Background: an optimization exercise with open tools, aiming at small area and a short achievable clock period. Do not read the settings as production practice.
Only simulation tests tie the RTL to the original design; equivalence was not proved.
Power is estimated from default activity; no workload was simulated.

main:
// instruction_fetch_unit
module instruction_fetch_unit #(
  parameter int MEM_DEPTH = 64,
  parameter int ADDR_W    = 6
) (
  input  logic              clk,
  input  logic              reset,
  input  logic              Load_En,
  input  logic [31:0]       Load_Data,
  input  logic              Start,
  input  logic              Stall,
  output logic [31:0]       Instruction_Code,
  output logic [ADDR_W-1:0] Instr_Addr,
  output logic              Instr_Valid,
  output logic [ADDR_W:0]   Prog_Len,
  output logic              Load_Full,
  output logic              Done
);
Size: about 5600 cells after synthesis, ~2100 flip-flops, roughly 85 I/O pins.
clock: 5.0 ns
lec_check: 0
abc_clock_period_in_ps: 2400
cap_margin: 20
core_margin: 2
core_utilization: 50
setup_slack_margin: 2.6
slew_margin: 20
synth_hierarchical: 1
run.sh (not shown) runs the stock make flow with config.mk's settings and CLKGATE_MAP_FILE= SYNTH_SCRIPT=/design/flow/synth_recipe.tcl, a recipe that flattens the netlist after the stock synthesis.
Changes in the feature branch relative to main:
- CORE_UTILIZATION: 50 -> 42
- CTS_CLUSTER_DIAMETER: unset -> 80
- CTS_CLUSTER_SIZE: unset -> 24
- SETUP_SLACK_MARGIN: 2.6 -> 2.4
[summary]
- Compared with main, the feature branch shows a non-clock buffer count that is 226 lower.
- Going from main to the feature branch, the minimum clock period after layout was found to have gone down by 0.11 ns.
- Fraction of power consumed by the clock network, the feature branch and main, lower one = the feature branch.
- Measured against each other, the feature branch and main differ in global-route usage, the lower figure coming from the feature branch.
- Wire length on met1, the feature branch vs main: down by a little under 10%
- Number of antenna violations at the first check in global routing in the feature branch vs main: down 2
- The higher share of the final layout cell area in sequential cells of the feature branch and main is in the feature branch.
- Against main, the final cell area of the feature branch is lower.
- Area taken by multi-input logic gates in the feature branch is about 2% below main.

* * *

amber:
The RTL this note starts from:
==> flow/design.v <==
module instruction_fetch_unit #(
  parameter int MEM_DEPTH = 64,
  parameter int ADDR_W    = 6
) (
  input  logic              clk,
  input  logic              reset,
  input  logic              Load_En,
  input  logic [31:0]       Load_Data,
  input  logic              Start,
  input  logic              Stall,
  output logic [31:0]       Instruction_Code,
  output logic [ADDR_W-1:0] Instr_Addr,
  output logic              Instr_Valid,
  output logic [ADDR_W:0]   Prog_Len,
  output logic              Load_Full,
  output logic              Done
);
  logic              run_q, done_q;
  logic [ADDR_W:0]   len_q;
  logic              nz_q;      
  logic [ADDR_W-1:0] addr_q;
  logic              last_q;    
  logic              phase_q;   
  logic              load_q;    
  logic              rot_q;     
  logic [31:0]       data_q;    
  logic [31:0]       code_q;
  logic [MEM_DEPTH-1:0][31:0] ring;
  logic              vld_o, done_o;
  logic [ADDR_W:0]   len_o;
  logic [ADDR_W-1:0] addr_o;
  logic idle, full, load, start, adv, fin, hold, take;
  assign idle  = !run_q && !done_q;
  assign full  = len_q[ADDR_W];
  assign load  = idle && Load_En && !full;
  assign start = !reset && ((idle && !Load_En && Start && nz_q) || (done_q && Start));
  assign adv   = !reset && run_q && !Stall && !last_q;
  assign fin   = run_q && !Stall && last_q;
  assign hold  = !reset && run_q && Stall;
  assign take  = start || adv;
  logic [31:0] wdata;
  assign wdata = load_q ? (data_q ^ {32{phase_q}}) : ring[0];
  logic [31:0] head;
  always_comb begin
    if (load_q && mlo_oh[0] && mhi_oh[0])
      head = data_q;
    else if (rot_q)
      head = ring[1] ^ {32{phase_q}};
    else
      head = ring[0] ^ {32{phase_q}};
  end
  logic [7:0] mlo_oh, mhi_oh, mlo_gt, mhi_gt;
  logic act_q;
  assign act_q = load_q || rot_q;
  logic [MEM_DEPTH-1:0][31:0] ring_d;
  for (genvar g = 0; g < MEM_DEPTH; g++) begin : g_slot
    logic hd, sh, wr;
    ifu_slot_ctrl u_ctrl (
      .act(act_q), .rot(rot_q),
      .lo_oh(mlo_oh[g%8]), .hi_oh(mhi_oh[g/8]), .lo_gt(mlo_gt[g%8]), .hi_gt(mhi_gt[g/8]),
      .hd(hd), .sh(sh), .wr(wr)
    );
    if (g < MEM_DEPTH - 1) begin : g_mid
      ifu_slot_gate u_gate (
        .hd(hd), .sh(sh), .wr(wr),
        .q(ring[g]), .n(ring[g+1]), .w(wdata),
        .d(ring_d[g])
      );
    end else begin : g_end
      ifu_end_gate u_gate (
        .hd(hd), .wr(wr),
        .q(ring[g]), .w(wdata),
        .d(ring_d[g])
      );
    end
  end
  always_ff @(posedge clk) ring <= ring_d;
  always_ff @(posedge clk) begin
    phase_q <= reset ? 1'b0 : !phase_q;
    code_q  <= ({32{take}} & head) | ({32{hold}} & code_q);
    load_q  <= load && !reset;
    rot_q   <= take;
    data_q  <= Load_Data;
    if (reset) begin
      mlo_oh <= '0;
      mhi_oh <= '0;
      mlo_gt <= '0;
      mhi_gt <= '0;
    end else if (load) begin
      if (!nz_q) begin
        mlo_oh <= 8'd1;
        mhi_oh <= 8'd1;
      end else if (mlo_oh[7]) begin
        mlo_oh <= 8'd1;
        mlo_gt <= '0;
        mhi_oh <= {mhi_oh[6:0], 1'b0};
        mhi_gt <= {mhi_gt[6:0], 1'b1};
      end else begin
        mlo_oh <= {mlo_oh[6:0], 1'b0};
        mlo_gt <= {mlo_gt[6:0], 1'b1};
      end
    end
    if (reset) begin
      run_q  <= 1'b0;
      done_q <= 1'b0;
      len_q  <= '0;
      nz_q   <= 1'b0;
      addr_q <= '0;
      last_q <= 1'b0;
      vld_o  <= 1'b0;
      done_o <= 1'b0;
      len_o  <= '0;
      addr_o <= '0;
    end else begin
      if (load) begin
        len_q <= len_q + (ADDR_W+1)'(1);
        len_o <= len_o + (ADDR_W+1)'(1);
        nz_q  <= 1'b1;
      end
      if (start) begin
        run_q  <= 1'b1;
        done_q <= 1'b0;
        vld_o  <= 1'b1;
        done_o <= 1'b0;
        addr_q <= '0;
        addr_o <= '0;
        last_q <= (len_q == (ADDR_W+1)'(1));
      end else if (adv) begin
        addr_q <= addr_q + ADDR_W'(1);
        addr_o <= addr_o + ADDR_W'(1);
        last_q <= (({1'b0, addr_q} + (ADDR_W+1)'(2)) == len_q);
      end else if (fin) begin
        run_q  <= 1'b0;
        done_q <= 1'b1;
        vld_o  <= 1'b0;
        done_o <= 1'b1;
      end
    end
  end
  assign Instruction_Code = code_q;
  assign Instr_Addr       = addr_o;
  assign Instr_Valid      = vld_o;
  assign Prog_Len         = len_o;
  assign Load_Full        = len_o[ADDR_W];
  assign Done             = done_o;
endmodule
module ifu_slot_ctrl (
  input  logic act,
  input  logic rot,
  input  logic lo_oh,
  input  logic hi_oh,
  input  logic lo_gt,
  input  logic hi_gt,
  output logic hd,
  output logic sh,
  output logic wr
);
  assign wr = act & lo_oh & hi_oh;
  assign sh = rot & (hi_gt | (hi_oh & lo_gt));
  assign hd = !(wr | sh);
endmodule
module ifu_slot_gate (
  input  logic        hd,
  input  logic        sh,
  input  logic        wr,
  input  logic [31:0] q,
  input  logic [31:0] n,
  input  logic [31:0] w,
  output logic [31:0] d
);
  assign d = ~(({32{hd}} & q) | ({32{sh}} & n) | ({32{wr}} & w));
endmodule
module ifu_end_gate (
  input  logic        hd,
  input  logic        wr,
  input  logic [31:0] q,
  input  logic [31:0] w,
  output logic [31:0] d
);
  assign d = ~(({32{hd}} & q) | ({32{wr}} & w));
endmodule
Settings: LEC_CHECK=0, ABC_CLOCK_PERIOD_IN_PS=2100, CAP_MARGIN=20, CELL_PAD_IN_SITES_DETAIL_PLACEMENT=1, CORE_MARGIN=2, CORE_UTILIZATION=45, CTS_CLUSTER_DIAMETER=80, CTS_CLUSTER_SIZE=24, SETUP_SLACK_MARGIN=2.72, SLEW_MARGIN=20, SYNTH_HIERARCHICAL=1; clock period 5.0 ns.
diff inputs: amber => cedar
Settings: a change of SETUP_SLACK_MARGIN from 2.72 to 2.85.
--- outcome ---
Net switching component of the power, cedar and amber: lower on amber
Summary of the comparison: total iterations of the first detailed-routing run is lower in cedar, relative to amber.
Compared with amber, in cedar netlist area before placement now sits at about the same level, routed length on met1 picked up an extra about 2%, power density over the cells lost 0.50%, post-route cell area rose 1000 sq um, non-clock buffer contribution to total cell area went up 1.0 points.
cedar against amber: clock-pin slew reported for the worst setup and hold paths after clock tree synthesis about even, mean number of vias per cell rose 0.60%, register-to-register slack rose 0.12 ns.
Input changes introduced in lagoon (baseline for comparison: cedar):
Settings: swapping 2.85 for 2.6 in SETUP_SLACK_MARGIN; swapping 2100 for 2300 in ABC_CLOCK_PERIOD_IN_PS.
[summary]
The final non-filler cell area of lagoon was superior to that of cedar. Between lagoon and cedar, the fraction of standard cell area in multi-input logic is lower for cedar. What cedar reported for wire length has to be multiplied by 0.932 to get the figure for lagoon. Min worst hold slack after final layout across lagoon and cedar: cedar.

* * *

== run G ==
instruction_fetch_unit, a different RTL version from the one above (not shown whole).
Size in the first run: about 78,000 sq um of cells after synthesis.
make LEC_CHECK=0 ABC_CLOCK_PERIOD_IN_PS=2400 CAP_MARGIN=20 CORE_MARGIN=2 CORE_UTILIZATION=50 SETUP_SLACK_MARGIN=2.6 SLEW_MARGIN=20 finish   # period 5.0 ns
Input changes introduced in run C (baseline for comparison: run G):
- removing SETUP_SLACK_MARGIN (formerly 2.6)
- removing ABC_CLOCK_PERIOD_IN_PS (formerly 2400)
## What came out
- Having completed the whole flow, run C delivered a layout that passed the timing, design-rule and antenna checks.
- Relative to run G, non-clock buffer count has decreased by 185 in run C.
- Number of fill cells in the layout (run C over run G): increase, about 4.4%
- Higher average wire per standard cell goes to run G over run C.
- Count of cells resized by post-cts repair | run C below run G
- Post-CTS setup-driven buffer insertion count: run C vs run G down 120
- [compare] base=run G new=run C: switching part of the total power went down by 0.35 points, global-route wire length before repair went down by 5.0%.
- Run C vs run G, total power consumption of the routed design went down by about 0.8%.
- Compare run G and run C | number of global-route vias before repair lower: run C

* * *

Another version of the RTL of instruction_fetch_unit (not shown whole).
Size in the first run: roughly 0.075 mm² of cells after synthesis.
Settings: LEC_CHECK=0, ABC_CLOCK_PERIOD_IN_PS=2100, CAP_MARGIN=20, CELL_PAD_IN_SITES_DETAIL_PLACEMENT=1, CORE_MARGIN=2, CORE_UTILIZATION=45, CTS_CLUSTER_DIAMETER=80, CTS_CLUSTER_SIZE=24, SETUP_SLACK_MARGIN=2.78, SLEW_MARGIN=20, SYNTH_HIERARCHICAL=1; clock period 5.0 ns.
The baseline went through all stages and came out clean.
==> next run, changes <==
- CORE_UTILIZATION: 45 -> 48
- SETUP_SLACK_MARGIN: 2.78 -> 2.85
Count of clock-buffer cells in the layout goes up by 1.
Utilization increases by 4.4 points.
Sequential share of layout area shrinks by 1.1 points.
Hold slack got worse by 0.014 ns.
==> next run, changes <==
- CORE_UTILIZATION: 48 -> 45
The new run produced a clean layout.
Worst hold slack gets better by 0.012 ns.
Wire length shrinks by about 2.7%.
Sequential power hardly moves.
Power fell by about 0.7%.
Final area drops by 0.71%.
Clock-buffer cell count came out lower by 1.
Non-clock buffer count came out lower by 1.
Die area rose by 6.6%.

## port drivers added, routing unchanged
The flow's constraints put no driver on any port. The routed layouts listed below were extracted and timed again, unchanged, in two steps.
Step 1 sets driving cells, clkbuf_16 on the clock port and buf_2 on the other inputs (assumed; they add their load-dependent delay and slew).
Step 2, shift: input delay + t, output delay - t, t = (earliest + latest rising clock arrival at the registers) / 2. This alone moves slack from input paths to output paths.
a / b / c = ideal ports / drivers / drivers and shift; a / b = the first two.
| run | shift t [ns] | slack for setup (ns) | worst setup path after step 2 | clock arrival spread, ns | pins driven straight from the clock port |
|---|---|---|---|---|---|
| main | 0.917 | 2.234 / 2.215 / 1.298 | input to register | 0.032 / 0.032 | 1 |
| the feature branch | 0.833 | 2.343 / 2.319 / 1.605 | input to register | 0.059 / 0.059 | 1 |
| amber | 0.862 | 2.659 / 2.572 / 2.032 | input to register | 0.050 / 0.050 | 1 |
| cedar | 0.867 | 2.653 / 2.568 / 2.282 | input to register | 0.054 / 0.054 | 1 |
| lagoon | 0.861 | 2.567 / 2.560 / 1.951 | input to register | 0.047 / 0.047 | 1 |
| run G | 0.920 | 2.416 / 2.335 / 1.685 | input to register | 0.028 / 0.028 | 1 |
| run C | 0.911 | 1.228 / 1.228 / 1.047 | input to register | 0.023 / 0.023 | 1 |
| the first run of note 4 | 0.841 | 2.724 / 2.667 / 2.263 | input to register | 0.067 / 0.067 | 1 |
| the second run of note 4 | 0.861 | 2.645 / 2.561 / 2.055 | input to register | 0.063 / 0.063 | 1 |
| the third run of note 4 | 0.841 | 2.740 / 2.657 / 2.253 | input to register | 0.075 / 0.074 | 1 |
After both steps setup and hold are still met in every run listed. For main, which loses most, drivers alone change the setup slack by -0.019 ns; drivers and shift together by -0.936 ns.
